Context: an optimization exercise on an open-source flow, tuned for small area. The choices shown serve that exercise and are no tape-out recipe. In this exercise RTL edits were held to simulation tests only and were not proved equivalent to the original. Power figures rest on the tool's default switching activity, not on a simulated workload.

File: flow/constraint.sdc
create_clock -name core_clock -period 4.0 [get_ports {w_glbclk1}]
set_input_delay 0.8000 -clock core_clock [delete_from_list [all_inputs] [get_ports {w_glbclk1}]]
set_output_delay 0.8000 -clock core_clock [all_outputs]
set_load 0.01 [all_outputs]
File: flow/design.v
`timescale 1ns/1ps
`default_nettype none
module dac_reg_bank (
	input  wire logic                    w_glbclk1,
	input  wire logic                    rst_n,
	input  wire logic [(2+4+16)-1:0]   reg_req,		 
	output logic      [(1+16)-1:0]   reg_rsp,		 
	output logic                         test_sel,
	output logic      [(8*16)-1:0]  pattern		 
);
	logic                   req_wr;
	logic                   req_rd;
	logic [4-1:0] req_addr;
	logic [16-1:0] req_wdata;
	logic [(8*16)-1:0] pattern_q;					 
	logic                   test_sel_q;					 
	logic                   rsp_valid_q;
	logic [16-1:0] rsp_data_q;
	logic [16-1:0] rd_data;
	logic                   rd_hit;
	assign {req_wr, req_rd, req_addr, req_wdata} = reg_req;
	assign rd_hit = req_rd & ~req_wr;					 
	always_ff @(posedge w_glbclk1 or negedge rst_n) begin
		if (!rst_n) begin
			pattern_q  <= '0;
			test_sel_q <= 1'b0;
		end else if (req_wr) begin
			if (req_addr[3] == 1'b0)					 
				pattern_q[req_addr[2:0]*16 +: 16] <= req_wdata;
			else if (req_addr == 4'd8)
				test_sel_q <= req_wdata[0];
		end
	end
	always_comb begin
		if (req_addr[3] == 1'b0)
			rd_data = pattern_q[req_addr[2:0]*16 +: 16];
		else if (req_addr == 4'd8)
			rd_data = {{(16-1){1'b0}}, test_sel_q};
		else if (req_addr == 4'd9)
			rd_data = 16'hDA04;
		else
			rd_data = '0;								 
	end
	always_ff @(posedge w_glbclk1 or negedge rst_n) begin
		if (!rst_n)
			rsp_valid_q <= 1'b0;
		else
			rsp_valid_q <= rd_hit;						 
	end
	always_ff @(posedge w_glbclk1) begin
		if (rd_hit)
			rsp_data_q <= rd_data;
	end
	assign reg_rsp  = {rsp_valid_q, rsp_data_q};
	assign test_sel = test_sel_q;
	assign pattern  = pattern_q;
endmodule
`default_nettype wire
`timescale 1ns/1ps
`default_nettype none
module dac_capture_stage (
	input  wire logic                  w_glbclk1,
	input  wire logic                  rst_n,
	input  wire logic [(4*(8*16))-1:0] data_in,
	output logic      [(4*(8*16))-1:0] data_out
);
	logic [(4*(8*16))-1:0] data_q;
	always_ff @(posedge w_glbclk1 or negedge rst_n) begin
		if (!rst_n)
			data_q <= '0;								 
		else
			data_q <= data_in;							 
	end
	assign data_out = data_q;
endmodule
`default_nettype wire
`timescale 1ns/1ps
`default_nettype none
module dac_pattern_stage (
	input  wire logic                   w_glbclk1,
	input  wire logic                   rst_n,
	input  wire logic [(4*(8*16))-1:0]  data_in,
	input  wire logic                   test_sel,
	input  wire logic [(8*16)-1:0] pattern,
	output logic      [(4*(8*16))-1:0]  data_out
);
	logic [(4*(8*16))-1:0] sel_data;
	logic [(4*(8*16))-1:0] data_q;
	for (genvar ch = 0; ch < 4; ch++) begin : g_ch
		assign sel_data[ch*(8*16) +: (8*16)] =
			test_sel ? pattern : data_in[ch*(8*16) +: (8*16)];	 
	end
	always_ff @(posedge w_glbclk1 or negedge rst_n) begin
		if (!rst_n)
			data_q <= '0;
		else
			data_q <= sel_data;
	end
	assign data_out = data_q;
endmodule
`default_nettype wire
`timescale 1ns/1ps
`default_nettype none
module dac_lane_stage (
	input  wire logic                  w_glbclk1,
	input  wire logic                  rst_n,
	input  wire logic [(4*(8*16))-1:0] data_in,
	input  wire logic [2*4-1:0] link_stat,	 
	output logic      [(4*(8*16))-1:0] tx_data,
	output logic                       dac_ready,
	output logic                       dac_lmfc
);
	localparam int OCTETS = (8*16) / 8;			 
	logic [4-1:0] tready;						 
	logic [4-1:0] sof_mf;						 
	logic [(4*(8*16))-1:0]  map_data;
	logic [(4*(8*16))-1:0]  tx_q;
	logic                   ready_q;
	logic                   lmfc_q;
	assign {tready, sof_mf} = link_stat;
	for (genvar ch = 0; ch < 4; ch++) begin : g_ch
		for (genvar k = 0; k < OCTETS; k++) begin : g_oct
			assign map_data[ch*(8*16) + 8*k +: 8] =
				data_in[ch*(8*16) + 8*(OCTETS-1-k) +: 8];
		end
	end
	always_ff @(posedge w_glbclk1 or negedge rst_n) begin
		if (!rst_n) begin
			tx_q    <= '0;
			ready_q <= 1'b0;
			lmfc_q  <= 1'b0;
		end else begin
			tx_q    <= map_data;						 
			ready_q <= &tready;							 
			lmfc_q  <= |sof_mf;							 
		end
	end
	assign tx_data   = tx_q;
	assign dac_ready = ready_q;
	assign dac_lmfc  = lmfc_q;
endmodule
`default_nettype wire
`timescale 1ns/1ps
`default_nettype none
module dac_top (
	input  wire logic                     w_glbclk1,
	input  wire logic                     rst_n,
	input  wire logic [(4*(8*16))-1:0]    dac_data_in,	 
	input  wire logic [2*4-1:0] link_stat,	 
	input  wire logic [(2+4+16)-1:0]    reg_req,		 
	output logic      [(1+16)-1:0]    reg_rsp,		 
	output logic      [(4*(8*16))-1:0]    tx_data,
	output logic                          dac_ready,
	output logic                          dac_lmfc
);
	logic                   test_sel;					 
	logic [(8*16)-1:0] pattern;
	logic [(4*(8*16))-1:0]  cap_data;					 
	logic [(4*(8*16))-1:0]  pat_data;					 
	dac_reg_bank u_reg_bank (
		.w_glbclk1 ( w_glbclk1 ),
		.rst_n     ( rst_n     ),
		.reg_req   ( reg_req   ),
		.reg_rsp   ( reg_rsp   ),
		.test_sel  ( test_sel  ),
		.pattern   ( pattern   )
	);
	dac_capture_stage u_capture (
		.w_glbclk1 ( w_glbclk1   ),
		.rst_n     ( rst_n       ),
		.data_in   ( dac_data_in ),
		.data_out  ( cap_data    )
	);
	dac_pattern_stage u_pattern (
		.w_glbclk1 ( w_glbclk1 ),
		.rst_n     ( rst_n     ),
		.data_in   ( cap_data  ),
		.test_sel  ( test_sel  ),
		.pattern   ( pattern   ),
		.data_out  ( pat_data  )
	);
	dac_lane_stage u_lane (
		.w_glbclk1 ( w_glbclk1 ),
		.rst_n     ( rst_n     ),
		.data_in   ( pat_data  ),
		.link_stat ( link_stat ),
		.tx_data   ( tx_data   ),						 
		.dac_ready ( dac_ready ),
		.dac_lmfc  ( dac_lmfc  )
	);
endmodule
`default_nettype wire
File: flow/run.sh
#!/bin/bash
# synth_recipe.tcl (not shown) runs the flow's synth.tcl, then flattens the netlist and writes it again
# the make line also repeats each setting of config.mk as NAME=value (left out here)
make -C /OpenROAD-flow-scripts/flow DESIGN_CONFIG=/design/flow/config.mk WORK_HOME=/design/flow/orfs CLKGATE_MAP_FILE= SYNTH_SCRIPT=/design/flow/synth_recipe.tcl finish
File: flow/config.mk
export PLATFORM = sky130hd
export DESIGN_NAME = dac_top
export DESIGN_NICKNAME = dac_top
export VERILOG_FILES = /design/flow/design.v
export SDC_FILE = /design/flow/constraint.sdc
export NUM_CORES = 4
export LEC_CHECK = 0
export CAP_MARGIN = 20
export CORE_MARGIN = 2
export CORE_UTILIZATION = 40
export SLEW_MARGIN = 20
==> results_dict.tcl <==
set metrics [dict create \
    die_h_microns 359 \
    routed_wl_microns 159000 \
    layout.cells.non_filler 6257 \
    synthCells 3236 \
    cts_buffer_depth 3 \
    final_nets 5004 \
    relSlewSlack_pct 32.8 \
    area.growth.synth_to_final_pct 37.7 \
    irDropWorstVdd_mv 0.453 \
    firstDrtPassIters 5 \
    crit_chain "clkdlybuf4s50_1 -> inv_1 -> ha_1 -> ha_1 -> nor4b_1 -> nand2_2 -> mux2_1" \
    min_period_over_period_pct 69.6 \
    h-tree-depth 4 \
    core_area_sq_mm 0.125 \
    ant_nets 0 \
    dieArea_sq_mm 0.129 \
    end_kind "register" \
    avgViaCountPerCell 4.67 \
    synth_fp_nets 3788 \
    core.rowCount 130 \
    placed_area_sq_mm 0.0636 \
    synth_top_area_share_pct 82.9 \
    gp_congestion 0.877 \
    yosys.cell_types.count 38 \
    fin_setup_tns_ns 0 \
    cts_root_buffer "clkbuf_16" \
    use_met2_pct 40.2 \
    synth-seq-cells 1684 \
    cts_resized 0 \
    synth_area_leaders "dfrtp_1, o21ai_0, inv_1" \
    period_minus_slack_ns 2.78 \
    hold_viol 0 \
    crit_fanout 16 \
    max_freq_mhz 359 \
    cts_buffers 169 \
    wire_per_inst_microns 25.5 \
    yosysWarnings 4 \
    dieWidth_microns 359 \
    synth_top_cell_by_area "dfrtp_1" \
    setup_viol 0 \
    cts_num_sinks 1684 \
    grt_util_met3_pct 7.75 \
    critPathTopFamily "simple AND/OR/NAND/NOR gates" \
    crit_buf_inv 2 \
    ios 1075 \
    grt_first_pass_wirelength_microns 222000 \
    power_mw 43.9 \
    portBuffers 1074 \
    grt-busiest-layer "met2" \
    start_util_pct 40.2 \
    hp-class "reg2reg" \
    max-cap-violations 0 \
    layout_commonest_cell "dfrtp_1" \
    grt-ovfl-total 0 \
    cts_tree "done" \
    gr-usage-met1_pct 30.7 \
    finalMaxSlewViolations 0 \
    layout_common_cells "dfrtp_1, clkdlybuf4s50_1, inv_1" \
    antenna_found_initial 37 \
    syn_avg_cell_area_sq_um 15.6 \
    place_hpwl_microns 120000 \
    dp_cells 5930 \
    rsz0062_at_grt "false" \
    hold_slack_ns 0.330 \
    final_area_sq_mm 0.0693 \
    seq_area_frac_synth_pct 83.9 \
    start_kind "input port" \
    tightest_slew_ns 1.01 \
    cts_hold_buf 1 \
    power_density_mw_per_mm2 633 \
    drive_above_1_share_pct 8.73 \
    synth_area_sq_mm 0.0503 \
    route.detailed.drc 0 \
    pre_cts_slack_ns 0.448 \
    grt_pass1_vias 30200 \
    insertion_delay_ns 0.79 \
    skew_ns 0.0258 \
    crit_type "in2reg" \
    leakage_nw 32.5 \
    cp.arrival_ns 3.44 \
    setup_slack_ns 1.22 \
    status "no timing/DRC/antenna violations" \
    clkTransAtPathRegs_ns 0.06 \
    final_core_utilization_pct 55.4 \
    critPathRequiredTime_ns 4.66 \
    cts_setup_buffers 0 \
    grt_max_degree 116 \
    slowest_stage "clkdlybuf4s50_1" \
    crit_top_cell "ha_1" \
    track_usage_pct 24.8 \
    crit_path_max_incr_delay_ns 0.48 \
    vias 29200 \
    drt_iter0_drc 2099 \
]
## cell usage after synthesis
master and number:
nand4b_1 4, buf_2 19, and4_1 1, and2_1 5, nor2_1 1, buf_1 2
buf_4 1, buf_6 4, a211oi_1 5, a21oi_1 9, or4_1 1, mux4_2 25
mux2_1 10, o2111ai_2 1, o2111a_2 1, and4b_1 2, edfxtp_1 16, o22ai_1 5
a22o_1 48, mux2i_1 8, or3_1 1, nand4_1 7, o31ai_1 5, nand2_1 149
o2bb2ai_1 64, nand2b_1 17, clkbuf_1 82, nor3b_1 1, nor4b_1 1, and3b_1 1
mux2_2 12, inv_1 517, nor2b_1 19, dfrtp_1 1668, nand2_2 1, nor4b_4 1
ha_1 8, o21ai_0 514
## final timing paths
check,from,to,slack (ns),cells after the start
worst max-delay path,reg_req[17],u_reg_bank.pattern_q[9],1.22,7
worst min-delay path,u_pattern.data_q[86],u_lane.tx_q[46],0.33,0
worst max register to register,u_reg_bank.test_sel_q,u_pattern.data_q[450],1.93,3
worst min register to register,u_pattern.data_q[86],u_lane.tx_q[46],0.33,0
max in group asynchronous,rst_n,u_lane.tx_q[327],2.10,4
min in group asynchronous,rst_n,u_lane.tx_q[80],0.55,2
## routing by layer
metal	share of wire (%)	wire, microns
met4	3.9	6190
met2	49	78700
met3	7.5	11900
met1	39	62400
met5	0.11	180
## sequential cells by signal, summed over array words and instances, names as in the netlist
name	cells
u_capture.data_q	512
u_lane.tx_q	512
u_pattern.data_q	512
u_reg_bank.pattern_q	128
u_reg_bank.rsp_data_q	16
u_lane.lmfc_q	1
u_lane.ready_q	1
u_reg_bank.rsp_valid_q	1
u_reg_bank.test_sel_q	1
## power by group
group          switching (mW)  internal (mW)  leakage [nW]
registers                1.49           19.9          20.5
logic                    3.31           3.23          9.22
clock network            6.64           9.27          2.81
## cell families after synthesis
logic type / count (synthesis) / share of synthesized area, %
DFF: 1684 / 83.9
muxes: 55 / 1.77
AOI/OAI and AO/OA: 652 / 7.41
buffers and inverters: 625 / 4.77
and+or+nand+nor: 212 / 1.98
adders and majority gates: 8 / 0.199
## cell type report
cell class	instances	area (sq um)
Fill cell	10100	55900
Timing Repair Buffer	1153	11600
Clock inverter	59	636
Tap cell	1650	2060
Antenna cell	16	40.0
Clock buffer	251	5070
Sequential cell	1684	42200
Inverter	517	1940
Multi-Input combinational cell	927	5720

-- re-timing with driven ports --
The results above use ideal ports. As a check the final layout listed here was re-extracted and re-timed, cells and wires unchanged.
Step 1 assumes that a clkbuf_16 drives the clock port and a buf_2 every other input.
Step 2 also shifts input and output timing later by t, the mid clock arrival at the registers, as if the neighbouring blocks saw the same clock.
Slacks: ideal / step 1 / step 2; pairs: ideal / step 1.
shift t [ns]: 0.858
setup WS [ns]: 1.215 / 1.181 / 0.354
worst setup path at the end: input to register
worst slew at a driven data input, ns: 0.26
After both steps this run still meets setup and hold. The setup slack of this run moves by -0.034 ns with the drivers and by -0.861 ns with both steps.
